This is an optimization exercise on Yosys and OpenROAD, whose aim is small area, a short achievable clock period and few clock cycles per item, not a production implementation. RTL that was checked went through simulation tests only; none was proved equivalent to the original. For runs 2 to 5, only the layout was checked, not whether the RTL still works. Power is estimated from default activity; no workload was simulated.

`flow/flow/run.sh`:
```
#!/bin/bash
# Layout flow: the standard flow (standard synthesis unchanged), with two
# placement/sizing settings changed after synthesis:
#  - the port buffers are buf_2 cells rather than the resizer's default pick
#    (a delay cell on this platform), so ports still get a buffer each;
#  - timing repair may swap a cell for one of another footprint (another
#    drive strength), not only for one of the same footprint.
# Each step's full output goes to a log file of its own in this folder.
set -euo pipefail
bash standard.sh synth > synth.log 2>&1
bash standard.sh MATCH_CELL_FOOTPRINT=0 \
   "BUFFER_PORTS_ARGS=-buffer_cell sky130_fd_sc_hd__buf_2" finish > layout.log 2>&1
```
`flow/standard.sh`:
```
#!/bin/bash
# synth_recipe.tcl (not shown) runs the flow's synth.tcl, then flattens the netlist and writes it again
# the make line also repeats each setting of config.mk as NAME=value (left out here)
make -C /OpenROAD-flow-scripts/flow DESIGN_CONFIG=/design/flow/config.mk WORK_HOME=/design/flow/orfs CLKGATE_MAP_FILE= SYNTH_SCRIPT=/design/flow/synth_recipe.tcl "${@:-finish}"
```
`flow/config.mk`:
```
export PLATFORM = sky130hd
export DESIGN_NAME = ems_mapper_top
export DESIGN_NICKNAME = ems_mapper_top
export VERILOG_FILES = /design/flow/design.v
export SDC_FILE = /design/flow/constraint.sdc
export NUM_CORES = 4
export LEC_CHECK = 0
export CAP_MARGIN = 20
export CORE_MARGIN = 2
export CORE_UTILIZATION = 40
export CTS_CLUSTER_DIAMETER = 80
export CTS_CLUSTER_SIZE = 30
export SETUP_SLACK_MARGIN = 2.2
export SLEW_MARGIN = 20
```
`flow/constraint.sdc`:
```
create_clock -name core_clock -period 5.0 [get_ports {clock}]
set_input_delay 1.0000 -clock core_clock [delete_from_list [all_inputs] [get_ports {clock}]]
set_output_delay 1.0000 -clock core_clock [all_outputs]
set_load 0.01 [all_outputs]
```
`flow/design.v`:
```
package epfmm_pkg;
   localparam int unsigned MAP_PAGES  = 512;
   localparam int unsigned MAP_AW     = 9;
   localparam int unsigned PAGE_SHIFT = 11;
   localparam int unsigned CODE_W     = 3;
   localparam logic [MAP_AW-1:0] CONV_PAGES = 9'd320;
   localparam int unsigned FILL_FIRST = 320;
   localparam int unsigned FILL_PAGES = 160;
   localparam logic [CODE_W-1:0] RG_UNUSED  = 3'd0;
   localparam logic [CODE_W-1:0] RG_RAM     = 3'd1;
   localparam logic [CODE_W-1:0] RG_BOOTROM = 3'd2;
   localparam logic [CODE_W-1:0] RG_SDCARD  = 3'd3;
   localparam logic [CODE_W-1:0] RG_EMS     = 3'd4;
   localparam logic [1:0] MODE_IO_RD   = 2'd0;
   localparam logic [1:0] MODE_IO_WR   = 2'd1;
   localparam logic [1:0] MODE_LOOKUP  = 2'd2;
   localparam logic [1:0] MODE_REBUILD = 2'd3;
   localparam logic [3:0] OFS_EMS_LO   = 4'd10;
   localparam logic [3:0] OFS_EMS_HI   = 4'd11;
   localparam logic [3:0] OFS_EMS_FILL = 4'd12;
   localparam logic [3:0] OFS_UMB_LO   = 4'd13;
   localparam logic [3:0] OFS_UMB_HI   = 4'd14;
   localparam logic [3:0] OFS_UMB_FILL = 4'd15;
   localparam logic [7:0] CSR_NO_CONV   = 8'd0;
   localparam logic [7:0] CSR_NO_BOOT   = 8'd1;
   localparam logic [7:0] CSR_BOOT_ADDR = 8'd2;
   localparam logic [7:0] CSR_BOOT_SIZE = 8'd3;
   localparam logic [19:0] BOOT_ADDR_RST = 20'hF0000;
   localparam logic [20:0] BOOT_SIZE_RST = 21'h08000;
   localparam logic [15:0] FP_RST        = 16'hFFFF;
   localparam logic [MAP_AW-1:0] BLD_FIRST_RST = BOOT_ADDR_RST[19:11];
   localparam logic [10:0] BLD_LAST_RST =
      11'((22'(BOOT_ADDR_RST) + 22'(BOOT_SIZE_RST)) >> PAGE_SHIFT);
   localparam logic [18:0] SEG_LOW       = 19'h0A000;
   localparam logic [18:0] SEG_HIGH      = 19'h0F000;
   localparam logic [7:0]  BYTE_NONE     = 8'hFF;
   typedef struct packed {
      logic [1:0]  mode;
      logic [15:0] io_port;
      logic [7:0]  write_data;
      logic [19:0] mem_address;
   } req_type;
   typedef struct packed {
      logic [7:0]        read_data;
      logic [CODE_W-1:0] region;
      logic              ems_hit;
      logic [29:0]       ems_address;
   } rsp_type;
endpackage
module epfmm_page_ram (
   input  logic       clock,
   input  logic       clear,         
   input  logic       fill_go,       
   input  logic       clear_pend,    
   input  logic       fill_pend,     
   input  logic       fill_ems,
   input  logic [8:0] fill_s,        
   input  logic [8:0] fill_e,        
   input  logic [4:0] rd_lane,
   output logic [4:0] rd_ovr,        
   output logic [4:0] rd_ems
);
   localparam int unsigned FIRST = epfmm_pkg::FILL_FIRST;
   localparam int unsigned N     = epfmm_pkg::FILL_PAGES;
   localparam int unsigned W     = 32;
   localparam int unsigned G0    = FIRST / W;
   localparam int unsigned NG    = N / W;
   logic [N-1:0] ovr_ff, ems_ff;
   function automatic logic lt5(input logic [4:0] a, input logic [4:0] b);
      logic [4:0] g, e;
      g = ~a & b;
      e = ~(a ^ b);
      for (int k = 0; k < 3; k++) begin
         for (int i = 4; i >= 0; i--) begin
            if (i >= (1 << k)) begin
               g[i] = g[i] | (e[i] & g[i - (1 << k)]);
               e[i] = e[i] & e[i - (1 << k)];
            end
         end
      end
      lt5 = g[4];
   endfunction
   logic [NG-1:0] g_first, g_last, g_full;
   logic [NG-1:0] w_first, w_last, w_full;
   logic [W-1:0]  l_first, l_lt;
   logic          same;
   logic [N-1:0]  we;
   always_comb begin
      same = (fill_s[8:5] == fill_e[8:5]);
      for (int g = 0; g < NG; g++) begin
         g_first[g] = (4'(G0 + g) == fill_s[8:5]);
         g_last[g]  = !same && (4'(G0 + g) == fill_e[8:5]);
         g_full[g]  = (4'(G0 + g) > fill_s[8:5]) && (4'(G0 + g) < fill_e[8:5]);
         w_first[g] = fill_go && g_first[g];
         w_last[g]  = fill_go && g_last[g];
         w_full[g]  = fill_go && g_full[g];
      end
      for (int l = 0; l < W; l++) begin
         l_lt[l]    = (5'(l) < fill_e[4:0]);
         l_first[l] = (5'(l) >= fill_s[4:0]) && (l_lt[l] || !same);
      end
      for (int i = 0; i < N; i++) begin
         we[i] = w_full[i/W] || (w_first[i/W] && l_first[i%W]) ||
                 (w_last[i/W] && l_lt[i%W]);
      end
   end
   always_ff @(posedge clock) begin
      for (int i = 0; i < N; i++) begin
         if (clear) begin
            ovr_ff[i] <= 1'b0;
         end else if (we[i]) begin
            ovr_ff[i] <= 1'b1;
         end
         if (we[i]) begin
            ems_ff[i] <= fill_ems;
         end
      end
   end
   logic          r_lt, r_first;
   logic [NG-1:0] r_we;
   assign r_lt    = lt5(rd_lane, fill_e[4:0]);
   assign r_first = !lt5(rd_lane, fill_s[4:0]) && (r_lt || !same);
   always_comb begin
      for (int g = 0; g < NG; g++) begin
         r_we[g]   = fill_pend && (g_full[g] || (g_first[g] && r_first) ||
                                   (g_last[g] && r_lt));
         rd_ovr[g] = !clear_pend && (r_we[g] || ovr_ff[g*W + 32'(rd_lane)]);
         rd_ems[g] = r_we[g] ? fill_ems : ems_ff[g*W + 32'(rd_lane)];
      end
   end
endmodule
module ems_page_frame_memory_mapper_unit #(
   parameter int unsigned PORT_BASE = 608    
) (
   input  logic               clock,
   input  logic               reset,
   input  logic               req_valid,
   output logic               req_ready,
   input  epfmm_pkg::req_type req_data,
   output logic               rsp_valid,
   input  logic               rsp_ready,
   output epfmm_pkg::rsp_type rsp_data,
   input  logic               csr_valid,
   output logic               csr_ready,
   input  logic [7:0]         csr_index,
   input  logic [31:0]        csr_wdata
);
   localparam logic [15:0] PORT_BASE_W = 16'(PORT_BASE);
   localparam int unsigned NG = epfmm_pkg::FILL_PAGES / 32;
   function automatic logic lt9(input logic [8:0] a, input logic [8:0] b);
      logic [8:0] g, e;
      g = ~a & b;
      e = ~(a ^ b);
      for (int k = 0; k < 4; k++) begin
         for (int i = 8; i >= 0; i--) begin
            if (i >= (1 << k)) begin
               g[i] = g[i] | (e[i] & g[i - (1 << k)]);
               e[i] = e[i] & e[i - (1 << k)];
            end
         end
      end
      lt9 = g[8];
   endfunction
   function automatic logic [11:0] add12(input logic [11:0] a, input logic [11:0] b);
      logic [11:0] p, g, gg, pp;
      p  = a ^ b;
      g  = a & b;
      gg = g;
      pp = p;
      for (int k = 0; k < 4; k++) begin
         for (int i = 11; i >= 0; i--) begin
            if (i >= (1 << k)) begin
               gg[i] = gg[i] | (pp[i] & gg[i - (1 << k)]);
               pp[i] = pp[i] & pp[i - (1 << k)];
            end
         end
      end
      add12 = p ^ {gg[10:0], 1'b0};
   endfunction
   logic [15:0] fp_ff [4];
   logic [15:0] ems_seg_ff;
   logic [15:0] umb_seg_ff;
   logic        ncm_ff, nbr_ff;
   logic [19:0] boot_addr_ff;
   logic [20:0] boot_size_ff;
   logic [21:0] boot_end;
   logic        bld_ncm_ff, bld_nbr_ff;
   logic [8:0]  bld_first_ff;
   logic [8:0]  bld_last_ff;     
   logic        bld_big_ff;      
   logic          e_valid;
   logic          e_lk;        
   logic          e_rd;        
   logic          e_rd_fp;     
   logic          e_rd_map;    
   logic          e_wfp;       
   logic          e_fill;      
   logic          e_rb;        
   logic          e_hit;       
   logic [1:0]    e_frame;     
   logic [2:0]    e_ofs;
   logic [7:0]    e_wd;
   logic [19:0]   e_addr;      
   logic [1:0]    e_scode;     
   logic [NG-1:0] e_govr, e_gems;    
   logic        o_valid;
   epfmm_pkg::rsp_type o_data, res;
   logic        hold, req_fire;
   assign csr_ready = 1'b1;
   assign hold      = o_valid && !rsp_ready;
   assign req_ready = !hold;
   assign req_fire  = req_valid && !hold;
   assign rsp_valid = o_valid;
   assign rsp_data  = o_data;
   logic [1:0]  a_mode;
   logic        a_pv;
   logic [3:0]  a_ofs;
   logic [7:0]  a_wd;
   logic [19:0] a_addr;
   logic        a_wr;
   assign a_mode = req_data.mode;
   assign a_pv   = (req_data.io_port[15:4] == PORT_BASE_W[15:4]);
   assign a_ofs  = req_data.io_port[3:0];
   assign a_wd   = req_data.write_data;
   assign a_addr = req_data.mem_address;
   assign a_wr   = (a_mode == epfmm_pkg::MODE_IO_WR) && a_pv;
   always_ff @(posedge clock) begin
      if (reset) begin
         ems_seg_ff <= '0;
         umb_seg_ff <= '0;
      end else if (req_fire) begin
         if (a_mode == epfmm_pkg::MODE_REBUILD) begin
            ems_seg_ff <= '0;
            umb_seg_ff <= '0;
         end else if (a_wr) begin
            unique case (a_ofs)
               epfmm_pkg::OFS_EMS_LO: ems_seg_ff[7:0]  <= a_wd;
               epfmm_pkg::OFS_EMS_HI: ems_seg_ff[15:8] <= a_wd;
               epfmm_pkg::OFS_UMB_LO: umb_seg_ff[7:0]  <= a_wd;
               epfmm_pkg::OFS_UMB_HI: umb_seg_ff[15:8] <= a_wd;
               default: ;
            endcase
         end
      end
   end
   logic [8:0]  a_sp;
   logic [6:0]  a_sr;
   logic [10:0] a_cnt;
   logic [11:0] a_e;
   logic        a_ok;
   assign a_sp  = a_ofs[0] ? umb_seg_ff[15:7] : ems_seg_ff[15:7];
   assign a_sr  = a_ofs[0] ? umb_seg_ff[6:0]  : ems_seg_ff[6:0];
   assign a_cnt = a_ofs[0] ? {3'd0, a_wd} : {a_wd, 3'd0};
   assign a_e   = add12({3'd0, a_sp}, {1'b0, a_cnt});
   assign a_ok  = a_sp[8] && (a_sp[7] || a_sp[6]) && (a_e[11:9] == 3'd0) &&
                  ((a_e[8:5] != 4'hF) || ((a_e[4:0] == 5'd0) && (a_sr == 7'd0)));
   logic [5:0] a_fa, a_fb;
   logic [4:0] a_fb_p1;
   logic       a_lo_lt, a_hit;
   assign a_fa    = a_addr[19:14];
   assign a_fb    = ems_seg_ff[15:10];
   assign a_fb_p1 = 5'(a_fb[5:2]) + 5'd1;
   assign a_lo_lt = (a_fa[1:0] < a_fb[1:0]);
   assign a_hit = (ems_seg_ff[9:0] == 10'd0) &&
                  (((a_fa[5:2] == a_fb[5:2]) && !a_lo_lt) ||
                   (({1'b0, a_fa[5:2]} == a_fb_p1) && a_lo_lt));
   logic [8:0]    a_page;
   logic [1:0]    a_scode;
   logic [NG-1:0] a_govr, a_gems;
   logic          a_ge_first, a_lt_last, a_eq_last;
   assign a_page = a_mode[1] ? a_addr[19:11] : umb_seg_ff[15:7];
   assign a_ge_first = !lt9(a_page, bld_first_ff);
   assign a_lt_last  = bld_big_ff || lt9(a_page, bld_last_ff);
   assign a_eq_last  = !bld_big_ff && (a_page == bld_last_ff);
   always_comb begin
      if (!bld_nbr_ff && a_ge_first && a_lt_last) begin
         a_scode = 2'(epfmm_pkg::RG_BOOTROM);
      end else if (!bld_nbr_ff && a_eq_last) begin
         a_scode = 2'(epfmm_pkg::RG_SDCARD);
      end else if (!bld_ncm_ff && !(a_page[8] && (a_page[7] || a_page[6]))) begin
         a_scode = 2'(epfmm_pkg::RG_RAM);
      end else begin
         a_scode = 2'(epfmm_pkg::RG_UNUSED);
      end
   end
   always_ff @(posedge clock) begin
      if (reset) begin
         e_valid <= 1'b0;
      end else if (!hold) begin
         e_valid <= req_valid;
      end
   end
   always_ff @(posedge clock) begin
      if (!hold) begin
         e_lk     <= (a_mode == epfmm_pkg::MODE_LOOKUP);
         e_rd     <= (a_mode == epfmm_pkg::MODE_IO_RD);
         e_rd_fp  <= (a_mode == epfmm_pkg::MODE_IO_RD) && a_pv && !a_ofs[3];
         e_rd_map <= (a_mode == epfmm_pkg::MODE_IO_RD) && a_pv &&
                     (a_ofs == epfmm_pkg::OFS_UMB_FILL);
         e_wfp    <= a_wr && !a_ofs[3];
         e_fill   <= a_wr && a_ok && ((a_ofs == epfmm_pkg::OFS_EMS_FILL) ||
                                      (a_ofs == epfmm_pkg::OFS_UMB_FILL));
         e_rb     <= (a_mode == epfmm_pkg::MODE_REBUILD);
         e_hit    <= a_hit;
         e_frame  <= a_fa[1:0] - a_fb[1:0];
         e_ofs    <= a_ofs[2:0];
         e_wd     <= a_wd;
         e_addr   <= a_mode[1] ? a_addr : {a_sp, 2'd0, a_e[8:0]};
         e_scode  <= a_scode;
         e_govr   <= a_govr;
         e_gems   <= a_gems;
      end
   end
   assign boot_end = 22'(boot_addr_ff) + 22'(boot_size_ff);
   always_ff @(posedge clock) begin
      if (reset) begin
         bld_ncm_ff   <= 1'b0;
         bld_nbr_ff   <= 1'b0;
         bld_first_ff <= epfmm_pkg::BLD_FIRST_RST;
         bld_last_ff  <= epfmm_pkg::BLD_LAST_RST[8:0];
         bld_big_ff   <= (epfmm_pkg::BLD_LAST_RST[10:9] != 2'd0);
      end else if (req_fire && (a_mode == epfmm_pkg::MODE_REBUILD)) begin
         bld_ncm_ff   <= ncm_ff;
         bld_nbr_ff   <= nbr_ff;
         bld_first_ff <= boot_addr_ff[19:11];
         bld_last_ff  <= boot_end[19:11];
         bld_big_ff   <= (boot_end[21:20] != 2'd0);
      end
   end
   logic       x_fill, x_rb;
   assign x_fill = e_valid && e_fill;
   assign x_rb   = e_valid && e_rb;
   epfmm_page_ram u_page_ram (
      .clock      (clock),
      .clear      (reset || (x_rb && !hold)),
      .fill_go    (x_fill && !hold),
      .clear_pend (x_rb),
      .fill_pend  (x_fill),
      .fill_ems   (!e_ofs[0]),
      .fill_s     (e_addr[19:11]),
      .fill_e     (e_addr[8:0]),
      .rd_lane    (a_page[4:0]),
      .rd_ovr     (a_govr),
      .rd_ems     (a_gems)
   );
   logic [8:0]  page;
   logic        ovr, ems;
   logic [2:0]  code;
   logic [15:0] fp_sel;
   assign page = e_addr[19:11];
   always_comb begin
      ovr = 1'b0;
      ems = 1'b0;
      for (int g = 0; g < NG; g++) begin
         if (page[8:5] == 4'(epfmm_pkg::FILL_FIRST / 32 + g)) begin
            ovr = e_govr[g];
            ems = e_gems[g];
         end
      end
   end
   assign code = ovr ? (ems ? epfmm_pkg::RG_EMS : epfmm_pkg::RG_RAM) : {1'b0, e_scode};
   assign fp_sel = fp_ff[e_ofs[2:1]];
   always_comb begin
      res = '0;
      if (e_rd) begin
         if (e_rd_fp) begin
            res.read_data = e_ofs[0] ? fp_sel[15:8] : fp_sel[7:0];
         end else if (e_rd_map) begin
            res.read_data = 8'(code);
         end else begin
            res.read_data = epfmm_pkg::BYTE_NONE;
         end
      end
      if (e_lk) begin
         res.region  = code;
         res.ems_hit = e_hit;
         if (e_hit) begin
            res.ems_address = {fp_ff[e_frame], e_addr[13:0]};
         end
      end
   end
   always_ff @(posedge clock) begin
      if (reset) begin
         for (int s = 0; s < 4; s++) begin
            fp_ff[s] <= epfmm_pkg::FP_RST;
         end
      end else if (e_valid && !hold) begin
         if (e_rb) begin
            for (int s = 0; s < 4; s++) begin
               fp_ff[s] <= epfmm_pkg::FP_RST;
            end
         end else if (e_wfp) begin
            if (e_ofs[0]) begin
               fp_ff[e_ofs[2:1]][15:8] <= e_wd;
            end else begin
               fp_ff[e_ofs[2:1]][7:0] <= e_wd;
            end
         end
      end
   end
   always_ff @(posedge clock) begin
      if (reset) begin
         o_valid <= 1'b0;
      end else if (!hold) begin
         o_valid <= e_valid;
      end
   end
   always_ff @(posedge clock) begin
      if (!hold) begin
         o_data <= res;
      end
   end
   always_ff @(posedge clock) begin
      if (reset) begin
         ncm_ff       <= 1'b0;
         nbr_ff       <= 1'b0;
         boot_addr_ff <= epfmm_pkg::BOOT_ADDR_RST;
         boot_size_ff <= epfmm_pkg::BOOT_SIZE_RST;
      end else if (csr_valid && csr_ready) begin
         case (csr_index)
            epfmm_pkg::CSR_NO_CONV:   ncm_ff       <= csr_wdata[0];
            epfmm_pkg::CSR_NO_BOOT:   nbr_ff       <= csr_wdata[0];
            epfmm_pkg::CSR_BOOT_ADDR: boot_addr_ff <= csr_wdata[19:0];
            epfmm_pkg::CSR_BOOT_SIZE: boot_size_ff <= csr_wdata[20:0];
            default: ;
         endcase
      end
   end
endmodule
module ems_mapper_top (
   input  logic        clock,
   input  logic        reset,
   input  logic        req_valid,
   output logic        req_ready,
   input  logic [1:0]  req_mode,
   input  logic [15:0] req_io_port,
   input  logic [7:0]  req_write_data,
   input  logic [19:0] req_mem_address,
   output logic        rsp_valid,
   input  logic        rsp_ready,
   output logic [7:0]  rsp_read_data,
   output logic [2:0]  rsp_region,
   output logic        rsp_ems_hit,
   output logic [29:0] rsp_ems_address,
   input  logic        csr_valid,
   output logic        csr_ready,
   input  logic [7:0]  csr_index,
   input  logic [31:0] csr_wdata
);
   epfmm_pkg::req_type req_data;
   epfmm_pkg::rsp_type rsp_data;
   assign req_data.mode        = req_mode;
   assign req_data.io_port     = req_io_port;
   assign req_data.write_data  = req_write_data;
   assign req_data.mem_address = req_mem_address;
   assign rsp_read_data   = rsp_data.read_data;
   assign rsp_region      = rsp_data.region;
   assign rsp_ems_hit     = rsp_data.ems_hit;
   assign rsp_ems_address = rsp_data.ems_address;
   ems_page_frame_memory_mapper_unit #(.PORT_BASE(608)) u_unit (
      .clock     (clock),
      .reset     (reset),
      .req_valid (req_valid),
      .req_ready (req_ready),
      .req_data  (req_data),
      .rsp_valid (rsp_valid),
      .rsp_ready (rsp_ready),
      .rsp_data  (rsp_data),
      .csr_valid (csr_valid),
      .csr_ready (csr_ready),
      .csr_index (csr_index),
      .csr_wdata (csr_wdata)
   );
endmodule
```
==> results of run 1 <==
-- through the flow --
stage               cells  power [mW]  instance area, um2
global placement     3488        6.32               29700
finish               3594        9.42               31700
detailed placement   3489        6.33               29700
CTS                  3569        9.40               31200
global route         3594        9.69               31700
floorplan            2576        5.92               28400
-- worst min-delay path by stage --
stage / startpoint / end / slack, ps
after global placement: u_unit.u_page_ram.ovr_ff[157] / u_unit.u_page_ram.ovr_ff[157] / 440
final: u_unit.boot_addr_ff[2] / u_unit.boot_addr_ff[2] / 470
after CTS: u_unit.boot_addr_ff[2] / u_unit.boot_addr_ff[2] / 470
after floorplan: u_unit.ncm_ff / u_unit.bld_ncm_ff / 430
after detailed placement: u_unit.u_page_ram.ovr_ff[124] / u_unit.u_page_ram.ovr_ff[124] / 450
after global routing: u_unit.boot_addr_ff[1] / u_unit.boot_addr_ff[1] / 490
-- metal layers --
metal	up-vias	GRT usage, %	wire (um)
li1	9765	-	-
met1	10800	33.3	37000
met2	1097	38.0	40600
met3	189	3.67	7610
met4	0	8.86	3570
met5	-	0	0
-- cell families (layout without fill, tap and decap cells) --
| logic type | Yosys count | count (layout) |
|---|---|---|
| other | 1 | 1 |
| adders and majority gates | 57 | 57 |
| xor gates and xnor gates | 23 | 23 |
| muxes | 142 | 144 |
| AOI/OAI and AO/OA | 645 | 645 |
| buffers and inverters | 213 | 298 |
| DFF | 579 | 579 |
| and+or+nand+nor | 916 | 916 |
-- state kept, by name, indices dropped and copies added, names as in the netlist, 2 cells and up, named ones only --
signal                    count
u_unit.e_frame                2
u_unit.e_wd                   8
u_unit.e_addr                20
u_unit.e_govr                 5
u_unit.e_gems                 5
u_unit.bld_first_ff           9
u_unit.u_page_ram.ems_ff    160
u_unit.e_scode                2
u_unit.e_ofs                  3
u_unit.u_page_ram.ovr_ff    160
u_unit.o_data                42
u_unit.fp_ff                 64
u_unit.boot_addr_ff          20
u_unit.umb_seg_ff            16
u_unit.boot_size_ff          21
u_unit.bld_last_ff            9
u_unit.ems_seg_ff            16
-- synthesized netlist by cell type (all sizes together), types with 4 or more instances --
master,instances,area [um2]
o21a,167,1250
o22ai,5,31.3
a221o,6,61.3
a21oi,125,637
nand3b,14,105
clkbuf,111,417
a311oi,18,158
dfxtp,260,5200
buf,79,445
a2111oi,4,35.0
nand4,12,75.1
a22o,5,43.8
ha,55,688
a221oi,7,86.3
xor2,13,114
inv,21,81.3
a22oi,15,113
nand3,111,556
nor4,10,68.8
nor2,116,440
or2,42,263
nand2b,46,288
a211oi,11,97.6
mux2i,54,541
nor2b,16,100
a31oi,32,200
and2,44,275
mux2,30,353
and3,46,288
a21o,13,97.6
edfxtp,319,9580
o21ai,75,379
mux4,58,1310
xnor2,10,87.6
or3,10,62.6
nor3,21,110
o221ai,130,1260
nand2,413,1550
-- worst min-delay path, cell delays in order, from the launching register on --
cell	delay, ps
dfxtp_1	320
nand2_1	50
a21oi_1	50
-- area by class of cell --
class	count	area [um2]	area share, %
Clock buffer	33	793	2.50
Timing Repair inverter	3	33.8	0.107
Clock inverter	24	284	0.896
Timing Repair Buffer	215	1570	4.97
Inverter	23	163	0.513
Multi-Input combinational cell	1786	12900	40.7
Tap cell	931	1160	3.68
Sequential cell	579	14800	46.7
-- report_power, final --
part           total [mW]  internal (mW)  switching, mW
sequential           5.20           5.11         0.0947
clock                3.08           1.30           1.77
combinational        1.14          0.364          0.776
-- repair_timing --
| item | 4_1_cts | 5_1_grt |
|---|---|---|
| cloned | 3 | 3 |
| endpoints found under the hold margin | 0 | 0 |
| gates resized for setup | 60 | 55 |
| endpoints found under the setup margin | 315 | 218 |
| pin swaps | 11 | 14 |
| setup buffers | 20 | 21 |
==> results.json, run 1 <==
{
  "drive_gt1_share_pct": 20.6,
  "grt_usage_pct": 24.0,
  "r2r_end": "u_unit.u_page_ram.ems_ff[79]",
  "reg2regPathDepth": 5,
  "areaGrowthSynthToFinish_pct": 13.4,
  "syn-cell-area_um2": 27900,
  "p_leak_nw": 11.1,
  "synthFlopType": "edfxtp_1",
  "setup_viol": 0,
  "synth_seq_area_share_pct": 52.9,
  "final_cell_mix": "405 x nand2_1, 319 x edfxtp_1, 258 x dfxtp_1",
  "final_common_cell": "nand2_1",
  "io_pins": 136,
  "clock-root-buffer": "clkbuf_16",
  "vias": 21800,
  "h-tree-depth": 1,
  "grt_pass1_wl_mm": 132,
  "cp.arrival_ps": 3380,
  "synth_xor_xnor_area_share_pct": 0.721,
  "routed_wl_mm": 88.8,
  "wl_per_cell_um": 24.7,
  "critPathLaunch": "req_io_port[0]",
  "nNetsFinal": 2787,
  "first_pass_iters": 8,
  "irDropWorstVdd_uv": 269,
  "fin_setup_tns_ps": 0,
  "netlist_instances": 2576,
  "synth.area.mux_share_pct": 7.88,
  "tightest_slew_ps": 1110,
  "via_per_inst": 6.08,
  "clock_latency_ps": 640,
  "dieWidth_um": 268,
  "ys_seq_elements": 579,
  "grt_overflow": 0,
  "path_max_fanout": 5,
  "yosysUniqueCellTypes": 86,
  "die_h_um": 268,
  "ff2ff_setup_slack_ps": 2190,
  "initialDrtViolationCount": 2767,
  "io_buffers": 123,
  "hpwl_mm": 58.3,
  "synth_compound_area_share_pct": 17.0,
  "worstSetupPathType": "in2reg",
  "fin_crit_sh_pct": 58.5,
  "endpoint": "u_unit.e_fill",
  "numCtsBuffers": 31,
  "worst-path-buf-inv": 1,
  "synthSimpleGateAreaFrac_pct": 15.4,
  "core_um2": 68800,
  "crit_chain": "buf_12, mux2_4, ha_4, fa_2, a21oi_2, o211ai_1, or3_4, a31oi_4, xor2_2, nor3_1, a311oi_2",
  "drv_cap": 0,
  "grt_pass1_vias": 21300,
  "cp.required_ps": 5460,
  "clk_pin_slew_worst_paths_ps": 90,
  "finalMaxSlewViolations": 0,
  "cts_buffer_depth": 3,
  "synth_edf_count": 319,
  "fillers": 6315,
  "place_ws_ps": 892,
  "grt_max_degree": 165,
  "status": "timing/DRC/antenna clean",
  "start_util_pct": 40.6,
  "whs_path_depth": 2,
  "diodes": 0,
  "ctsHoldBuffers": 0,
  "hp-class": "reg2reg",
  "powerDensity_nw_per_um2": 297,
  "clock_skew_ps": 19.3,
  "worstSetupStartpointType": "input pin",
  "synth_top_family_by_area": "compound AO/OA/AOI/OAI gates",
  "clock-sinks": 579,
  "synthAdderAreaFrac_pct": 2.61,
  "cp-end-kind": "flip-flop",
  "crit_slowest_cell": "fa_2",
  "fin_util_pct": 46.0,
  "drc": 0,
  "antenna_left": 0,
  "antenna_found_initial": 0,
  "max_stage_delay_ps": 360,
  "avgSynthCellArea_um2": 10.8,
  "synth_nets": 2724,
  "finalCriticalPeriod_ps": 2920,
  "r2r_start": "u_unit.e_valid",
  "rows": 96,
  "cts_tree": "yes",
  "worst-path-stages": 11,
  "yosysWarnings": 2,
  "cp_top_family": "compound AO/OA/AOI/OAI gates",
  "layout_setup_ws_ps": 2080,
  "dieArea_um2": 72000,
  "rsz0062_at_grt": "true",
  "max_slew_margin_pct": 26.0,
  "synthArstFlopShare_pct": 0,
  "max_freq_mhz": 342,
  "hold_violations": 0,
  "fin_hold_ws_ps": 465,
  "gp_congestion": 0.932
}
Testbench counts, summed over its fixed seeds: cycles 7,101, items 7,085.
==> run 2, diff against run 1 <==
--- a/flow/design.v
+++ b/flow/design.v
@@ -66,20 +66,6 @@
    localparam int unsigned G0    = FIRST / W;
    localparam int unsigned NG    = N / W;
    logic [N-1:0] ovr_ff, ems_ff;
-   function automatic logic lt5(input logic [4:0] a, input logic [4:0] b);
-      logic [4:0] g, e;
-      g = ~a & b;
-      e = ~(a ^ b);
-      for (int k = 0; k < 3; k++) begin
-         for (int i = 4; i >= 0; i--) begin
-            if (i >= (1 << k)) begin
-               g[i] = g[i] | (e[i] & g[i - (1 << k)]);
-               e[i] = e[i] & e[i - (1 << k)];
-            end
-         end
-      end
-      lt5 = g[4];
-   endfunction
    logic [NG-1:0] g_first, g_last, g_full;
    logic [NG-1:0] w_first, w_last, w_full;
    logic [W-1:0]  l_first, l_lt;
@@ -116,16 +102,22 @@
          end
       end
    end
+   logic [W-1:0]  r_hot;
    logic          r_lt, r_first;
-   logic [NG-1:0] r_we;
-   assign r_lt    = lt5(rd_lane, fill_e[4:0]);
-   assign r_first = !lt5(rd_lane, fill_s[4:0]) && (r_lt || !same);
+   logic [NG-1:0] r_we, r_ovr, r_ems;
    always_comb begin
+      for (int l = 0; l < W; l++) begin
+         r_hot[l] = (rd_lane == 5'(l));
+      end
+      r_lt    = |(r_hot & l_lt);
+      r_first = |(r_hot & l_first);
       for (int g = 0; g < NG; g++) begin
+         r_ovr[g]  = |(r_hot & ovr_ff[g*W +: W]);
+         r_ems[g]  = |(r_hot & ems_ff[g*W +: W]);
          r_we[g]   = fill_pend && (g_full[g] || (g_first[g] && r_first) ||
                                    (g_last[g] && r_lt));
-         rd_ovr[g] = !clear_pend && (r_we[g] || ovr_ff[g*W + 32'(rd_lane)]);
-         rd_ems[g] = r_we[g] ? fill_ems : ems_ff[g*W + 32'(rd_lane)];
+         rd_ovr[g] = !clear_pend && (r_we[g] || r_ovr[g]);
+         rd_ems[g] = r_we[g] ? fill_ems : r_ems[g];
       end
    end
 endmodule
==> flow/run.sh (new file) <==
#!/bin/bash
# synth_recipe.tcl (not shown) runs the flow's synth.tcl, then flattens the netlist and writes it again
# the make line also repeats each setting of config.mk as NAME=value (left out here)
make -C /OpenROAD-flow-scripts/flow DESIGN_CONFIG=/design/flow/config.mk WORK_HOME=/design/flow/orfs CLKGATE_MAP_FILE= SYNTH_SCRIPT=/design/flow/synth_recipe.tcl finish
--- a/flow/config.mk
+++ b/flow/config.mk
@@ -8,7 +8,5 @@
 export CAP_MARGIN = 20
 export CORE_MARGIN = 2
 export CORE_UTILIZATION = 40
-export CTS_CLUSTER_DIAMETER = 80
-export CTS_CLUSTER_SIZE = 30
-export SETUP_SLACK_MARGIN = 2.2
+export SETUP_SLACK_MARGIN = 2.0
 export SLEW_MARGIN = 20
removed: flow/flow/run.sh
removed: flow/standard.sh
==> run 2 against run 1 <==
  * Sequential cell count stayed put
  * Area after synthesis is 1.0% lower
  * Clock skew is 3.8 ps higher
  * Power is 19% higher
  * Utilization is 3.3 points higher
  * Sequential power hardly changed
  * First-iteration DRC count is 0.58% higher
  * Critical path depth is 1 lower
  * Design area is 6.6% higher
  * Worst hold slack worse by 5.9 ps
  * Critical endpoint is now u_unit.e_gems[1]
  * Largest cell class unchanged
==> results.json, run 2 <==
{
  "status": "timing/DRC/antenna clean",
  "fillers": 6096,
  "grt_pass1_vias": 22600,
  "ctsHoldBuffers": 0,
  "regArea_um2": 14800,
  "start_util_pct": 40.4,
  "cp.required_ps": 5390,
  "rows": 96,
  "synth.area.mux_share_pct": 5.71,
  "place_ws_ps": 370,
  "crit_chain": "xnor2_4, buf_4, and4_2, a221oi_1, a221o_1, nor4_2, nand3_2, mux2_4, o21a_1, mux2_4",
  "worstSetupPathType": "reg2reg",
  "yosysWarnings": 2,
  "largest_registers": "u_unit.u_page_ram.ems_ff: 160 flops, u_unit.u_page_ram.ovr_ff: 160 flops, u_unit.fp_ff: 64 flops",
  "cp.arrival_ps": 3790,
  "path_max_fanout": 5,
  "io_pins": 136,
  "first_pass_iters": 6,
  "yosysUniqueCellTypes": 89,
  "fin_crit_sh_pct": 68.0,
  "synth_edf_count": 319,
  "drc": 0,
  "final_common_cell": "edfxtp_1",
  "h-tree-depth": 2,
  "p_leak_nw": 12.1,
  "fin_area_um2": 33800,
  "layout_setup_ws_ps": 1600,
  "clk_pin_slew_worst_paths_ps": 60,
  "io_buffers": 123,
  "drv_cap": 0,
  "fin_setup_tns_ps": 0,
  "synthSimpleGateAreaFrac_pct": 12.9,
  "grt_overflow": 0,
  "grt_max_degree": 100,
  "numCtsBuffers": 61,
  "synthFlopType": "edfxtp_1",
  "avgSynthCellArea_um2": 11.2,
  "setup_viol": 0,
  "via_per_inst": 6.43,
  "netlist_instances": 2466,
  "synth_top_area_share_pct": 34.7,
  "max_slew_margin_pct": 15.1,
  "irDropWorstVdd_uv": 296,
  "cts_tree": "yes",
  "clock_skew_ps": 23.2,
  "clock-root-buffer": "clkbuf_16",
  "synth_compound_area_share_pct": 21.5,
  "dp.cells": 3396,
  "dieArea_um2": 71200,
  "finalMaxSlewViolations": 0,
  "synth_top_family_by_area": "compound AO/OA/AOI/OAI gates",
  "place_area_um2": 30300,
  "die_h_um": 267,
  "crit_slowest_cell": "edfxtp_1",
  "hpwl_mm": 66.8,
  "gp_congestion": 0.956,
  "cp-end-kind": "flip-flop",
  "synth_largest_area_cell": "edfxtp_1",
  "synthArstFlopShare_pct": 0,
  "wl_per_cell_um": 27.7,
  "crit_top_cell": "mux2_4",
  "vias": 23200,
  "max_freq_mhz": 294,
  "cts_buffer_depth": 3,
  "antenna_found_initial": 4,
  "synth_nets": 2606,
  "routed_wl_mm": 99.8,
  "initialDrtViolationCount": 2783,
  "synth_area_leaders": "edfxtp_1 35%, dfxtp_1 19%, o21a_1 4.7%",
  "multi_input_area_um2": 12700,
  "clock-sinks": 579,
  "synthTopCellsByCount": "319 x edfxtp_1, 260 x dfxtp_1, 219 x nand2_1",
  "finalCriticalPeriod_ps": 3400,
  "rsz0062_at_grt": "true",
  "hp-class": "reg2reg",
  "worst-path-buf-inv": 1,
  "synthAdderAreaFrac_pct": 2.31,
  "synth_xor_xnor_area_share_pct": 0.928,
  "final_cells": 3602,
  "synth.most_common_cell": "edfxtp_1",
  "syn-cell-area_um2": 27600,
  "dieWidth_um": 267,
  "grt_pass1_wl_mm": 146,
  "tightest_slew_ps": 1270,
  "drive_gt1_share_pct": 20.4,
  "areaGrowthSynthToFinish_pct": 22.2,
  "core_um2": 68500,
  "clock_latency_ps": 640,
  "ys_seq_elements": 579,
  "nNetsFinal": 2806,
  "final_cell_mix": "319 x edfxtp_1, 255 x dfxtp_1, 211 x nand2_1",
  "hold_violations": 0,
  "synth_seq_area_share_pct": 53.5,
  "fin_hold_ws_ps": 459,
  "powerDensity_nw_per_um2": 332,
  "worstSetupStartpointType": "flip-flop",
  "max_stage_delay_ps": 500,
  "grt_usage_pct": 27.5,
  "antenna_left": 0,
  "cp_top_family": "simple AND/OR/NAND/NOR gates"
}
-- run 2: cell count changes after synthesis, sizes merged, moves of 19 or more --
cell    previous run  this run
nand2            413       219
a22oi             15        96
nand3            111        40
clkbuf           111       157
buf               79        35
a22o               5        31
mux4              58        32
a222oi             0        20
a31oi             32        12
a221o              6        25
and3              46        27
-- run 2: kinds of logic after synthesis --
| family | count (synthesis) |
|---|---|
| multiplexers | 113 |
| AO/OA/AOI/OAI | 801 |
| adder cells (fa/ha/maj) | 50 |
| flip-flops | 579 |
| AND/OR/NAND/NOR | 689 |
| buffers and inverters | 211 |
| other | 1 |
| XOR/XNOR | 22 |
-- run 2: area by class of cell --
cell class | instances | area share (%)
diodes | 1 | 0.00741
repair inverters | 2 | 0.0519
flip-flops and latches | 579 | 43.8
well taps | 882 | 3.27
repair buffers | 324 | 8.78
inverters | 19 | 0.267
clock inverters | 31 | 1.08
clock buffers | 85 | 5.09
multi-input cells | 1679 | 37.7
-- run 2: through the flow --
step / total power, mW / utilization (%)
after global routing: 11.5 / 49.3
after CTS: 11.2 / 48.9
after global placement: 6.36 / 44.2
final: 11.2 / 49.3
after detailed placement: 6.37 / 44.2
after floorplan: 5.82 / -
-- run 2: final timing paths --
path	cells past startpoint	startpoint	to	slack, ps
max	10	u_unit.e_addr[17]	u_unit.e_gems[1]	1600
min	2	u_unit.bld_last_ff[1]	u_unit.bld_last_ff[1]	460
max reg2reg	10	u_unit.e_addr[17]	u_unit.e_gems[1]	1600
min reg2reg	2	u_unit.bld_last_ff[1]	u_unit.bld_last_ff[1]	460
-- run 2: power breakdown --
group,internal [mW],leakage (nW),switching (mW)
Sequential,5.10,5.06,0.0836
Combinational,0.465,6.04,0.842
Clock,2.76,1.01,1.95
Total,8.33,12.1,2.87
-- run 2: what timing repair did --
action / CTS / global route
buffers inserted: 75 / 7
cloned: 4 / 2
endpoints found under the setup margin: 339 / 192
gates resized for setup: 143 / 51
pin swaps: 48 / 15
-- run 2: tightest hold or removal path, cell delays in order, from the launching register on --
cell and delay, ps:
dfxtp_1 310, nand2_1 50, a21oi_1 50
-- run 2: metal layers --
metal	up-vias	share of wire (%)	track usage (%)
li1	10000	-	-
met1	11500	40	36.2
met2	1270	45	43.0
met3	317	9.3	5.64
met4	4	5.8	13.8
met5	-	0.022	0
==> run 3, diff against run 2 <==
--- a/flow/config.mk
+++ b/flow/config.mk
@@ -8,5 +8,5 @@
 export CAP_MARGIN = 20
 export CORE_MARGIN = 2
 export CORE_UTILIZATION = 40
-export SETUP_SLACK_MARGIN = 2.0
+export SETUP_SLACK_MARGIN = 2.2
 export SLEW_MARGIN = 20
==> run 3 against run 2 <==
  * Worst hold slack lost 4.4 ps
  * Design area up 0.77%
  * Non-clock buffer count decreased by 6
  * Clock skew is 4.7 ps lower
  * Area after synthesis did not move
==> results.json, run 3 <==
{
  "grt_usage_pct": 27.8,
  "worstSetupStartpointType": "flip-flop",
  "p_leak_nw": 12.1,
  "synthArstFlopShare_pct": 0,
  "cp.arrival_ps": 3730,
  "ys_seq_elements": 579,
  "synth_edf_count": 319,
  "cp.required_ps": 5380,
  "numCtsBuffers": 61,
  "hpwl_mm": 66.6,
  "synth_top_family_by_area": "compound AO/OA/AOI/OAI gates",
  "yosysWarnings": 2,
  "grt_pass1_vias": 22600,
  "internal-power_mw": 8.32,
  "clock-sinks": 579,
  "tightest_slew_ps": 1300,
  "path_max_fanout": 5,
  "gp_congestion": 0.927,
  "clk_pin_slew_worst_paths_ps": 60,
  "via_per_inst": 6.38,
  "synth_largest_area_cell": "edfxtp_1",
  "first_pass_iters": 8,
  "final_common_cell": "edfxtp_1",
  "grt_pass1_wl_mm": 147,
  "h-tree-depth": 2,
  "rows": 96,
  "cts_buffer_depth": 3,
  "areaGrowthSynthToFinish_pct": 23.1,
  "drc": 0,
  "synth_nets": 2606,
  "synth_seq_area_share_pct": 53.5,
  "pwr-share-clk_pct": 41.9,
  "largest_registers": "u_unit.u_page_ram.ems_ff: 160 flops, u_unit.u_page_ram.ovr_ff: 160 flops, u_unit.fp_ff: 64 flops",
  "finalMaxSlewViolations": 0,
  "grt_overflow": 0,
  "cts_tree": "yes",
  "powerDensity_nw_per_um2": 329,
  "rsz0062_at_grt": "true",
  "fin_crit_sh_pct": 67.0,
  "grt_max_degree": 161,
  "initialDrtViolationCount": 2558,
  "worstSetupPathType": "reg2reg",
  "comb_power_share_pct": 11.8,
  "io_pins": 136,
  "max_slew_margin_pct": 13.6,
  "synthFlopType": "edfxtp_1",
  "dieArea_um2": 71200,
  "die_h_um": 267,
  "start_util_pct": 40.4,
  "dieWidth_um": 267,
  "synth_area_leaders": "edfxtp_1 35%, dfxtp_1 19%, o21a_1 4.7%",
  "netlist_instances": 2466,
  "fin_area_um2": 34000,
  "p_switching_mw": 2.88,
  "switching_share_pct": 25.8,
  "hp-class": "reg2reg",
  "total_power_mw": 11.2,
  "status": "timing/DRC/antenna clean",
  "clock_skew_ps": 18.5,
  "diodes": 0,
  "antenna_found_initial": 0,
  "fin_setup_tns_ps": 0,
  "io_buffers": 123,
  "ctsHoldBuffers": 0,
  "synth.most_common_cell": "edfxtp_1",
  "hold_violations": 0,
  "cp-end-kind": "flip-flop",
  "synth_compound_area_share_pct": 21.5,
  "wl_per_cell_um": 28.1,
  "syn-cell-area_um2": 27600,
  "fillers": 6078,
  "routed_wl_mm": 101,
  "setup_viol": 0,
  "finalCriticalPeriod_ps": 3350,
  "clock_latency_ps": 640,
  "synthSimpleGateAreaFrac_pct": 12.9,
  "antenna_left": 0,
  "core_um2": 68500,
  "p_seq_share_pct": 46.4,
  "final_cell_mix": "319 x edfxtp_1, 255 x dfxtp_1, 210 x nand2_1",
  "irDropWorstVdd_uv": 333,
  "synthTopCellsByCount": "319 x edfxtp_1, 260 x dfxtp_1, 219 x nand2_1",
  "yosysUniqueCellTypes": 89,
  "synth_top_area_share_pct": 34.7,
  "synth.area.mux_share_pct": 5.71,
  "max_freq_mhz": 298,
  "place_area_um2": 30300,
  "drv_cap": 0,
  "synth_xor_xnor_area_share_pct": 0.928,
  "nNetsFinal": 2800,
  "vias": 22900,
  "avgSynthCellArea_um2": 11.2,
  "drive_gt1_share_pct": 20.9,
  "synthAdderAreaFrac_pct": 2.31,
  "clock-root-buffer": "clkbuf_16"
}
-- run 3: critical path: stages (launching register included) --
cell,delay (ps)
edfxtp_1,470
xnor2_4,250
nand4_4,140
buf_12,160
o311a_1,300
a2111o_1,450
nor4_4,350
nand3_4,170
mux2_4,300
o21a_1,210
mux2_4,300
-- run 3: final cells by class --
type	instances	area, um2	area share [%]
repair inverters	3	26.3	0.0772
clock buffers	98	1960	5.77
inverters	19	92.6	0.272
clock inverters	18	148	0.434
multi-input cells	1678	12900	38.0
flip-flops and latches	579	14800	43.5
well taps	882	1100	3.24
repair buffers	318	2990	8.77
-- run 3: final timing paths --
check | start | end | slack (ps) | cells after the start
hold reg to reg | u_unit.boot_size_ff[0] | u_unit.boot_size_ff[0] | 450 | 2
setup reg to reg | u_unit.e_addr[18] | u_unit.e_gems[1] | 1650 | 10
setup / recovery | u_unit.e_addr[18] | u_unit.e_gems[1] | 1650 | 10
hold / removal | u_unit.boot_size_ff[0] | u_unit.boot_size_ff[0] | 450 | 2
-- run 3: timing repair --
action                     4_1_cts  5_1_grt
buffers inserted                68       17
resized for setup              173       57
cloned                           7        2
pin swaps                       43       23
setup endpoints to repair      517      175
-- run 3: power groups by stage --
stage | clock [mW] | sequential (mW) | combinational (mW)
floorplan | 0 | 5.25 | 0.574
global placement | 0 | 5.31 | 1.05
detailed placement | 0 | 5.31 | 1.06
CTS | 4.74 | 5.19 | 1.23
global route | 4.92 | 5.20 | 1.36
finish | 4.69 | 5.19 | 1.32
-- run 3: routing by layer --
| metal | share of wire (%) | track usage, % |
|---|---|---|
| met3 | 9.7 | 6.20 |
| met4 | 5.8 | 14.3 |
| met1 | 40 | 36.4 |
| met2 | 45 | 43.2 |
| met5 | 0 | 0 |
-- run 3: per-stage QoR --
stage                     utilization [%]  std cells  setup WS [ps]  hold WS (ps)
after floorplan                         -       2466           1270           431
after global placement               44.2       3383            417           445
after detailed placement             44.3       3384            411           446
after CTS                            49.1       3575           1690           455
after global routing                 49.7       3595           1570           476
final                                49.7       3595           1650           455
-- run 3: kinds of logic (layout without fill, tap and decap cells) --
group	after synthesis	in the layout
simple gates	689	691
other cells	1	1
compound gates	801	801
mux	113	113
xor+xnor	22	22
fa+ha+maj	50	50
flops	579	579
buf+inv	211	456
==> run 4, diff against run 3 <==
--- a/flow/design.v
+++ b/flow/design.v
@@ -66,6 +66,20 @@
    localparam int unsigned G0    = FIRST / W;
    localparam int unsigned NG    = N / W;
    logic [N-1:0] ovr_ff, ems_ff;
+   function automatic logic lt5(input logic [4:0] a, input logic [4:0] b);
+      logic [4:0] g, e;
+      g = ~a & b;
+      e = ~(a ^ b);
+      for (int k = 0; k < 3; k++) begin
+         for (int i = 4; i >= 0; i--) begin
+            if (i >= (1 << k)) begin
+               g[i] = g[i] | (e[i] & g[i - (1 << k)]);
+               e[i] = e[i] & e[i - (1 << k)];
+            end
+         end
+      end
+      lt5 = g[4];
+   endfunction
    logic [NG-1:0] g_first, g_last, g_full;
    logic [NG-1:0] w_first, w_last, w_full;
    logic [W-1:0]  l_first, l_lt;
@@ -109,8 +123,8 @@
       for (int l = 0; l < W; l++) begin
          r_hot[l] = (rd_lane == 5'(l));
       end
-      r_lt    = |(r_hot & l_lt);
-      r_first = |(r_hot & l_first);
+      r_lt    = lt5(rd_lane, fill_e[4:0]);
+      r_first = !lt5(rd_lane, fill_s[4:0]) && (r_lt || !same);
       for (int g = 0; g < NG; g++) begin
          r_ovr[g]  = |(r_hot & ovr_ff[g*W +: W]);
          r_ems[g]  = |(r_hot & ems_ff[g*W +: W]);
==> run 4 against run 3 <==
  * Still clean on timing, DRC and antenna
  * Sequential share of layout area grew 0.19 points
  * Via count down 1.1%
  * Die area down 0.24%
  * Critical path depth stayed put
  * Register-to-register slack gained 450 ps
  * Combinational power down 15%
  * Power shrank 2.5%
  * Setup slack improved by 400 ps
  * Area after synthesis down 0.24%
  * Critical endpoint is now u_unit.e_gems[0]
  * Largest cell class unchanged
  * Largest power group unchanged
==> results.json, run 4 <==
{
  "synthSimpleGateAreaFrac_pct": 12.6,
  "fin_setup_tns_ps": 0,
  "rows": 96,
  "p_leak_nw": 11.9,
  "worst-path-buf-inv": 3,
  "synthAdderAreaFrac_pct": 2.64,
  "max_freq_mhz": 339,
  "netlist_instances": 2411,
  "antenna_left": 0,
  "finalMaxSlewViolations": 0,
  "syn-cell-area_um2": 27600,
  "first_pass_iters": 7,
  "via_per_inst": 6.35,
  "numCtsBuffers": 60,
  "max_stage_delay_ps": 630,
  "final_common_cell": "edfxtp_1",
  "dieWidth_um": 267,
  "grt_overflow": 0,
  "synth_compound_area_share_pct": 21.9,
  "cp.required_ps": 5480,
  "synth_top_family_by_area": "compound AO/OA/AOI/OAI gates",
  "p_seq_share_pct": 47.5,
  "vias": 22700,
  "gp_congestion": 0.945,
  "die_h_um": 267,
  "clock_skew_ps": 32.3,
  "ys_seq_elements": 579,
  "wl_per_cell_um": 27.3,
  "path_max_fanout": 16,
  "fin_crit_sh_pct": 59.0,
  "cp_top_family": "simple AND/OR/NAND/NOR gates",
  "crit_top_cell": "buf_4",
  "fillers": 6052,
  "synth_nets": 2559,
  "drive_gt1_share_pct": 21.6,
  "irDropWorstVdd_uv": 296,
  "met1_usage_pct": 36.1,
  "grt_pass1_wl_mm": 142,
  "crit_slowest_cell": "a22oi_2",
  "fin_util_pct": 49.5,
  "max_slew_margin_pct": 26.8,
  "synthTopCellsByCount": "319 x edfxtp_1, 260 x dfxtp_1, 217 x nand2_1",
  "ctsHoldBuffers": 0,
  "comb_power_share_pct": 10.3,
  "synth_top_area_share_pct": 34.7,
  "rsz0062_at_grt": "true",
  "synth_xor_xnor_area_share_pct": 0.635,
  "hpwl_mm": 65.1,
  "routed_wl_mm": 97.7,
  "worstSetupStartpointType": "input pin",
  "yosysUniqueCellTypes": 102,
  "cp-end-kind": "flip-flop",
  "met2_usage_pct": 40.9,
  "clock_latency_ps": 660,
  "clk_pin_slew_worst_paths_ps": 60,
  "largest_registers": "u_unit.u_page_ram.ems_ff: 160 flops, u_unit.u_page_ram.ovr_ff: 160 flops, u_unit.fp_ff: 64 flops",
  "io_buffers": 123,
  "cts_buffer_depth": 3,
  "p_switching_mw": 2.74,
  "cts_tree": "yes",
  "status": "timing/DRC/antenna clean",
  "total_power_mw": 10.9,
  "antenna_found_initial": 6,
  "nNetsFinal": 2785,
  "core_um2": 68500,
  "finalCriticalPeriod_ps": 2950,
  "initialDrtViolationCount": 3094,
  "setup_viol": 0,
  "cp.arrival_ps": 3430,
  "drv_cap": 0,
  "synth.most_common_cell": "edfxtp_1",
  "yosysWarnings": 2,
  "clock-sinks": 579,
  "grt_pass1_vias": 21500,
  "grt_busiest_layer": "met2",
  "dieArea_um2": 71000,
  "crit_chain": "buf_16, or3b_4, buf_4, a22oi_2, buf_4, a22oi_1, and4_1, nand4_1, nor4_4, mux2i_1",
  "internal-power_mw": 8.18,
  "synth_seq_area_share_pct": 53.6,
  "start_util_pct": 40.3,
  "pwr-share-clk_pct": 42.3,
  "tightest_slew_ps": 1100,
  "h-tree-depth": 2,
  "switching_share_pct": 25.1,
  "grt_usage_pct": 26.9,
  "grt_max_degree": 161,
  "avgSynthCellArea_um2": 11.4,
  "hold_violations": 0,
  "areaGrowthSynthToFinish_pct": 22.9,
  "synthArstFlopShare_pct": 0,
  "synth_largest_area_cell": "edfxtp_1",
  "drc": 0,
  "synth_edf_count": 319,
  "powerDensity_nw_per_um2": 322,
  "synthFlopType": "edfxtp_1",
  "io_pins": 136,
  "worstSetupPathType": "in2reg",
  "synth_area_leaders": "edfxtp_1 35%, dfxtp_1 19%, o21a_1 4.6%",
  "final_cell_mix": "319 x edfxtp_1, 254 x dfxtp_1, 210 x nand2_1",
  "hp-class": "reg2reg",
  "synth.area.mux_share_pct": 5.67,
  "use_met3_pct": 7.36,
  "clock-root-buffer": "clkbuf_16"
}
## run 4: cell types whose count changed in the layout (fill, tap and decap cells not counted), moves of 12 or more
cell and change:
o21ai_1 +13, a221o_1 -16, a222oi_1 -13, nand3b_1 -12, a21oi_1 +25, o221ai_1 -24, a22oi_1 +16
## run 4: power by group through the flow
stage	clock, mW	sequential (mW)	combinational, mW
4_1_cts	4.68	5.20	1.00
6_report	4.62	5.19	1.12
5_1_grt	4.89	5.19	1.16
3_3_place_gp	0	5.31	0.902
2_1_floorplan	0	5.25	0.543
3_5_place_dp	0	5.31	0.914
## run 4: final timing paths
kind                          startpoint                endpoint  slack [ps]  depth (start not counted)
setup / recovery             req_mode[1]        u_unit.e_gems[0]        2050                         10
hold / removal    u_unit.boot_addr_ff[6]  u_unit.boot_addr_ff[6]         460                          2
setup reg to reg    u_unit.umb_seg_ff[7]        u_unit.e_gems[0]        2100                          9
hold reg to reg   u_unit.boot_addr_ff[6]  u_unit.boot_addr_ff[6]         460                          2
## run 4: per-stage QoR
step	cell area (um2)	instances	hold slack (ps)	setup slack (ps)
floorplan	27900	2411	431	1420
global placement	30000	3333	447	596
detailed placement	30000	3334	452	600
CTS	33200	3523	460	2160
global route	33900	3570	475	2050
finish	33900	3573	457	2050
## run 4: area by class of cell
cell class | instances | area, um2 | share of cell area, %
inverter | 23 | 105 | 0.310
clock buffer | 84 | 1690 | 4.97
antenna | 3 | 7.51 | 0.0221
timing repair buffer | 322 | 3070 | 9.05
tap | 882 | 1100 | 3.26
multi-input combinational | 1648 | 12700 | 37.6
timing repair inverter | 3 | 26.3 | 0.0775
clock inverter | 29 | 365 | 1.08
sequential | 579 | 14800 | 43.7
## run 4: cell families after synthesis
logic type               count (synthesis)
flip-flops                             579
AO/OA/AOI/OAI                          797
adder cells (fa/ha/maj)                 57
AND/OR/NAND/NOR                        659
buffers and inverters                  185
multiplexers                           113
XOR/XNOR                                20
other                                    1
## run 4: per-layer routing
layer  wire length, um  up-vias  share of wire, %
met5                43        -             0.044
met4              4710        6               4.8
met3             10500      271                11
met2             43300     1345                44
met1             39100    11200                40
li1                  -     9848                 -
## run 4: what timing repair did
action	4_1_cts	5_1_grt
setup endpoints to repair	539	252
resized for setup	154	56
pin swaps	38	20
cloned	7	1
setup buffers	69	45
## run 4: worst min-delay path, delay by kind of cell, from the launching register on
family / cells / cell delay (ps)
simple gates: 1 / 50
compound gates: 1 / 50
flops: 1 / 310
==> run 5, diff against run 4 <==
--- a/flow/design.v
+++ b/flow/design.v
@@ -116,22 +116,16 @@
          end
       end
    end
-   logic [W-1:0]  r_hot;
    logic          r_lt, r_first;
-   logic [NG-1:0] r_we, r_ovr, r_ems;
+   logic [NG-1:0] r_we;
+   assign r_lt    = lt5(rd_lane, fill_e[4:0]);
+   assign r_first = !lt5(rd_lane, fill_s[4:0]) && (r_lt || !same);
    always_comb begin
-      for (int l = 0; l < W; l++) begin
-         r_hot[l] = (rd_lane == 5'(l));
-      end
-      r_lt    = lt5(rd_lane, fill_e[4:0]);
-      r_first = !lt5(rd_lane, fill_s[4:0]) && (r_lt || !same);
       for (int g = 0; g < NG; g++) begin
-         r_ovr[g]  = |(r_hot & ovr_ff[g*W +: W]);
-         r_ems[g]  = |(r_hot & ems_ff[g*W +: W]);
          r_we[g]   = fill_pend && (g_full[g] || (g_first[g] && r_first) ||
                                    (g_last[g] && r_lt));
-         rd_ovr[g] = !clear_pend && (r_we[g] || r_ovr[g]);
-         rd_ems[g] = r_we[g] ? fill_ems : r_ems[g];
+         rd_ovr[g] = !clear_pend && (r_we[g] || ovr_ff[g*W + 32'(rd_lane)]);
+         rd_ems[g] = r_we[g] ? fill_ems : ems_ff[g*W + 32'(rd_lane)];
       end
    end
 endmodule
@@ -184,8 +178,10 @@
       add12 = p ^ {gg[10:0], 1'b0};
    endfunction
    logic [15:0] fp_ff [4];
-   logic [15:0] ems_seg_ff;
-   logic [15:0] umb_seg_ff;
+   logic [15:0] ems_seg_ff, ems_seg_nx;
+   logic [15:0] umb_seg_ff, umb_seg_nx;
+   logic        ems_okb_ff, umb_okb_ff;
+   logic [7:0]  ems_room_ff, umb_room_ff;
    logic        ncm_ff, nbr_ff;
    logic [19:0] boot_addr_ff;
    logic [20:0] boot_size_ff;
@@ -195,6 +191,7 @@
    logic [8:0]  bld_last_ff;     
    logic        bld_big_ff;      
    logic          e_valid;
+   logic          e_new;       
    logic          e_lk;        
    logic          e_rd;        
    logic          e_rd_fp;     
@@ -230,36 +227,53 @@
    assign a_wd   = req_data.write_data;
    assign a_addr = req_data.mem_address;
    assign a_wr   = (a_mode == epfmm_pkg::MODE_IO_WR) && a_pv;
-   always_ff @(posedge clock) begin
-      if (reset) begin
-         ems_seg_ff <= '0;
-         umb_seg_ff <= '0;
-      end else if (req_fire) begin
+   always_comb begin
+      ems_seg_nx = ems_seg_ff;
+      umb_seg_nx = umb_seg_ff;
+      if (req_fire) begin
          if (a_mode == epfmm_pkg::MODE_REBUILD) begin
-            ems_seg_ff <= '0;
-            umb_seg_ff <= '0;
+            ems_seg_nx = '0;
+            umb_seg_nx = '0;
          end else if (a_wr) begin
             unique case (a_ofs)
-               epfmm_pkg::OFS_EMS_LO: ems_seg_ff[7:0]  <= a_wd;
-               epfmm_pkg::OFS_EMS_HI: ems_seg_ff[15:8] <= a_wd;
-               epfmm_pkg::OFS_UMB_LO: umb_seg_ff[7:0]  <= a_wd;
-               epfmm_pkg::OFS_UMB_HI: umb_seg_ff[15:8] <= a_wd;
+               epfmm_pkg::OFS_EMS_LO: ems_seg_nx[7:0]  = a_wd;
+               epfmm_pkg::OFS_EMS_HI: ems_seg_nx[15:8] = a_wd;
+               epfmm_pkg::OFS_UMB_LO: umb_seg_nx[7:0]  = a_wd;
+               epfmm_pkg::OFS_UMB_HI: umb_seg_nx[15:8] = a_wd;
                default: ;
             endcase
          end
       end
    end
+   always_ff @(posedge clock) begin
+      if (reset) begin
+         ems_seg_ff  <= '0;
+         umb_seg_ff  <= '0;
+         ems_okb_ff  <= 1'b0;
+         umb_okb_ff  <= 1'b0;
+         ems_room_ff <= '0;
+         umb_room_ff <= '0;
+      end else begin
+         ems_seg_ff  <= ems_seg_nx;
+         umb_seg_ff  <= umb_seg_nx;
+         ems_okb_ff  <= ems_seg_nx[15] && (ems_seg_nx[14] || ems_seg_nx[13]);
+         umb_okb_ff  <= umb_seg_nx[15] && (umb_seg_nx[14] || umb_seg_nx[13]);
+         ems_room_ff <= 8'(add12({3'd0, ~ems_seg_nx[15:7]},
+                                 12'd480 + {11'd0, (ems_seg_nx[6:0] == 7'd0)}));
+         umb_room_ff <= 8'(add12({3'd0, ~umb_seg_nx[15:7]},
+                                 12'd480 + {11'd0, (umb_seg_nx[6:0] == 7'd0)}));
+      end
+   end
    logic [8:0]  a_sp;
-   logic [6:0]  a_sr;
    logic [10:0] a_cnt;
    logic [11:0] a_e;
    logic        a_ok;
    assign a_sp  = a_ofs[0] ? umb_seg_ff[15:7] : ems_seg_ff[15:7];
-   assign a_sr  = a_ofs[0] ? umb_seg_ff[6:0]  : ems_seg_ff[6:0];
    assign a_cnt = a_ofs[0] ? {3'd0, a_wd} : {a_wd, 3'd0};
    assign a_e   = add12({3'd0, a_sp}, {1'b0, a_cnt});
-   assign a_ok  = a_sp[8] && (a_sp[7] || a_sp[6]) && (a_e[11:9] == 3'd0) &&
-                  ((a_e[8:5] != 4'hF) || ((a_e[4:0] == 5'd0) && (a_sr == 7'd0)));
+   assign a_ok  = a_ofs[0] ? (umb_okb_ff && !lt9({1'b0, umb_room_ff}, {1'b0, a_wd})) :
+                             (ems_okb_ff && (a_wd[7:5] == 3'd0) &&
+                              !lt9({4'd0, ems_room_ff[7:3]}, {4'd0, a_wd[4:0]}));
    logic [5:0] a_fa, a_fb;
    logic [4:0] a_fb_p1;
    logic       a_lo_lt, a_hit;
@@ -292,8 +306,12 @@
    always_ff @(posedge clock) begin
       if (reset) begin
          e_valid <= 1'b0;
-      end else if (!hold) begin
-         e_valid <= req_valid;
+         e_new   <= 1'b0;
+      end else begin
+         if (!hold) begin
+            e_valid <= req_valid;
+         end
+         e_new <= req_valid && !hold;
       end
    end
    always_ff @(posedge clock) begin
@@ -338,8 +356,8 @@
    assign x_rb   = e_valid && e_rb;
    epfmm_page_ram u_page_ram (
       .clock      (clock),
-      .clear      (reset || (x_rb && !hold)),
-      .fill_go    (x_fill && !hold),
+      .clear      (reset || (e_new && e_rb)),
+      .fill_go    (e_new && e_fill),
       .clear_pend (x_rb),
       .fill_pend  (x_fill),
       .fill_ems   (!e_ofs[0]),
@@ -390,7 +408,7 @@
          for (int s = 0; s < 4; s++) begin
             fp_ff[s] <= epfmm_pkg::FP_RST;
          end
-      end else if (e_valid && !hold) begin
+      end else if (e_new) begin
          if (e_rb) begin
             for (int s = 0; s < 4; s++) begin
                fp_ff[s] <= epfmm_pkg::FP_RST;
--- a/flow/config.mk
+++ b/flow/config.mk
@@ -8,5 +8,5 @@
 export CAP_MARGIN = 20
 export CORE_MARGIN = 2
 export CORE_UTILIZATION = 40
-export SETUP_SLACK_MARGIN = 2.2
+export SETUP_SLACK_MARGIN = 2.0
 export SLEW_MARGIN = 20
==> run 5 against run 4 <==
  * Still clean on timing, DRC and antenna
  * Cell count rose by 9.1%
  * Sequential power rose by 3%
  * Combinational power fell by 4%
  * Critical path depth did not move
  * Die area rose by 4.0%
  * Clock-buffer cell count rose by 14
  * Worst hold slack improved by 1.6 ps
  * Synthesized cell count rose by 16%
  * Setup slack got worse by 38 ps
  * Critical path type unchanged
  * Largest cell class unchanged
  * Largest power group unchanged
==> results.json, run 5 <==
{
  "powerDensity_nw_per_um2": 333,
  "worstSetupStartpointType": "input pin",
  "nNetsFinal": 3050,
  "crit_slowest_cell": "o41a_1",
  "p_switching_mw": 2.87,
  "areaGrowthSynthToFinish_pct": 19.2,
  "cp_top_family": "compound AO/OA/AOI/OAI gates",
  "total_power_mw": 11.4,
  "ctsHoldBuffers": 0,
  "synth.most_common_cell": "nand2_1",
  "rsz0062_at_grt": "true",
  "fin_area_um2": 34200,
  "synth_edf_count": 319,
  "grt_usage_pct": 23.9,
  "place_ws_ps": 447,
  "synthArstFlopShare_pct": 0,
  "place_area_um2": 31100,
  "initialDrtViolationCount": 2488,
  "largest_registers": "u_unit.u_page_ram.ems_ff: 160 flops, u_unit.u_page_ram.ovr_ff: 160 flops, u_unit.fp_ff: 64 flops",
  "grt_max_degree": 161,
  "ff2ff_setup_slack_ps": 2040,
  "worstSetupPathType": "in2reg",
  "final_common_cell": "nand2_1",
  "yosysUniqueCellTypes": 92,
  "setup_viol": 0,
  "clock-sinks": 595,
  "wl_per_cell_um": 23.1,
  "synthTopCellsByCount": "508 x nand2_1, 319 x edfxtp_1, 276 x dfxtp_1",
  "rows": 98,
  "io_pins": 136,
  "clock_skew_ps": 19.7,
  "fin_util_pct": 48.0,
  "grt_overflow": 0,
  "hp-class": "reg2reg",
  "routed_wl_mm": 90.1,
  "fin_crit_sh_pct": 59.7,
  "synth_top_area_share_pct": 33.4,
  "vias": 23300,
  "core_um2": 71200,
  "cts_tree": "yes",
  "irDropWorstVdd_uv": 217,
  "clock-root-buffer": "clkbuf_16",
  "synthFlopType": "edfxtp_1",
  "p_leak_nw": 12.3,
  "start_util_pct": 40.3,
  "avgSynthCellArea_um2": 10.3,
  "status": "timing/DRC/antenna clean",
  "finalMaxSlewViolations": 0,
  "h-tree-depth": 3,
  "numCtsBuffers": 68,
  "io_buffers": 123,
  "grt_pass1_vias": 22500,
  "synth_area_leaders": "edfxtp_1 33%, dfxtp_1 19%, nand2_1 6.6%",
  "max_stage_delay_ps": 470,
  "path_max_fanout": 42,
  "grt_pass1_wl_mm": 137,
  "p_seq_share_pct": 46.8,
  "clk_pin_slew_worst_paths_ps": 60,
  "switching_share_pct": 25.2,
  "final_cells": 3897,
  "comb_power_share_pct": 9.5,
  "cts_buffer_depth": 3,
  "drc": 0,
  "finalCriticalPeriod_ps": 2990,
  "crit_chain": "buf_16, buf_4, mux2_4, inv_4, buf_12, and3_1, a311oi_1, a311oi_2, a211oi_1, o41a_1",
  "gp_congestion": 0.923,
  "syn-cell-area_um2": 28700,
  "antenna_found_initial": 5,
  "max_slew_margin_pct": 29.8,
  "pwr-share-clk_pct": 43.7,
  "clock_latency_ps": 620,
  "drv_cap": 0,
  "layout_setup_ws_ps": 2010,
  "die_h_um": 272,
  "dp.cells": 3713,
  "max_freq_mhz": 335,
  "synth_nets": 2950,
  "synth_largest_area_cell": "edfxtp_1",
  "dieArea_um2": 73900,
  "first_pass_iters": 6,
  "yosysWarnings": 2,
  "dieWidth_um": 272,
  "drive_gt1_share_pct": 14.2,
  "synth_seq_area_share_pct": 52.6,
  "fin_hold_ws_ps": 459,
  "ys_seq_elements": 595,
  "via_per_inst": 5.98,
  "cp.arrival_ps": 3340,
  "internal-power_mw": 8.52,
  "final_cell_mix": "502 x nand2_1, 319 x edfxtp_1, 275 x dfxtp_1",
  "fin_setup_tns_ps": 0,
  "cp.required_ps": 5360,
  "netlist_instances": 2790,
  "hold_violations": 0,
  "worst-path-buf-inv": 4,
  "tightest_slew_ps": 1040,
  "hpwl_mm": 56.9,
  "antenna_left": 0,
  "cp-end-kind": "flip-flop"
}
[run 5: changes by cell type after synthesis, moves of 18 or more]
cell,change
nand2_1,+291
nand3_1,+123
a22oi_1,-84
clkbuf_1,+57
a311oi_1,+36
a22o_1,-29
and3_1,+23
o221ai_1,+19
a21oi_1,-18
[run 5: logic make-up after synthesis]
family	synth area share (%)
buf+inv	3.44
compound gates	16.9
fa+ha+maj	3.06
mux	5.97
simple gates	17.3
flops	52.6
xor+xnor	0.641
other cells	0.0131
[run 5: worst reg2reg max path: cells and delay by family (launching register included)]
family | cells | cell delay [ps]
AO/OA/AOI/OAI | 1 | 420
buffers and inverters | 1 | 310
XOR/XNOR | 1 | 230
AND/OR/NAND/NOR | 3 | 1070
flip-flops | 1 | 570
[run 5: area by class of cell]
| class | count | area, um2 |
|---|---|---|
| tap | 950 | 1190 |
| timing repair buffer | 236 | 2300 |
| fill | 6423 | 37000 |
| sequential | 595 | 15100 |
| antenna | 1 | 2.50 |
| clock inverter | 28 | 312 |
| inverter | 41 | 186 |
| multi-input combinational | 1947 | 13200 |
| clock buffer | 98 | 1910 |
| timing repair inverter | 1 | 8.76 |
[run 5: power groups by stage]
stage	Clock (mW)	Combinational, mW	Sequential, mW
after CTS	5.04	1.03	5.34
after global routing	5.24	1.15	5.34
final	4.98	1.08	5.33
after floorplan	0	0.594	5.39
after global placement	0	0.940	5.46
after detailed placement	0	0.952	5.46
[run 5: final timing paths]
path                           start                            to  cells past startpoint
min          u_unit.boot_size_ff[20]       u_unit.boot_size_ff[20]                      2
max reg2reg         u_unit.e_addr[7]  u_unit.u_page_ram.ems_ff[56]                      6
min reg2reg  u_unit.boot_size_ff[20]       u_unit.boot_size_ff[20]                      2
max                      req_mode[1]              u_unit.e_gems[3]                     10
[run 5: what timing repair did]
action / CTS / global route
endpoints found under the setup margin: 281 / 151
gates resized for setup: 97 / 44
pin swaps: 19 / 16
buffers inserted: 35 / 13
gates cloned: 8 / 0
[run 5: metal layers]
layer  wire (um)  vias up  global-route usage (%)
met5          24        -                       0
met4        3120        4                    8.29
met3        7460      205                    4.33
met2       40900     1080                    37.6
met1       38600    11400                    33.1
li1            -    10600                       -

Setup slack of run 5, layout unchanged: 2.014 ns with ideal ports, 1.996 ns with driving cells assumed (clock clkbuf_16, inputs buf_2), 1.322 ns with port delays also shifted by the 0.674 ns mid clock arrival.
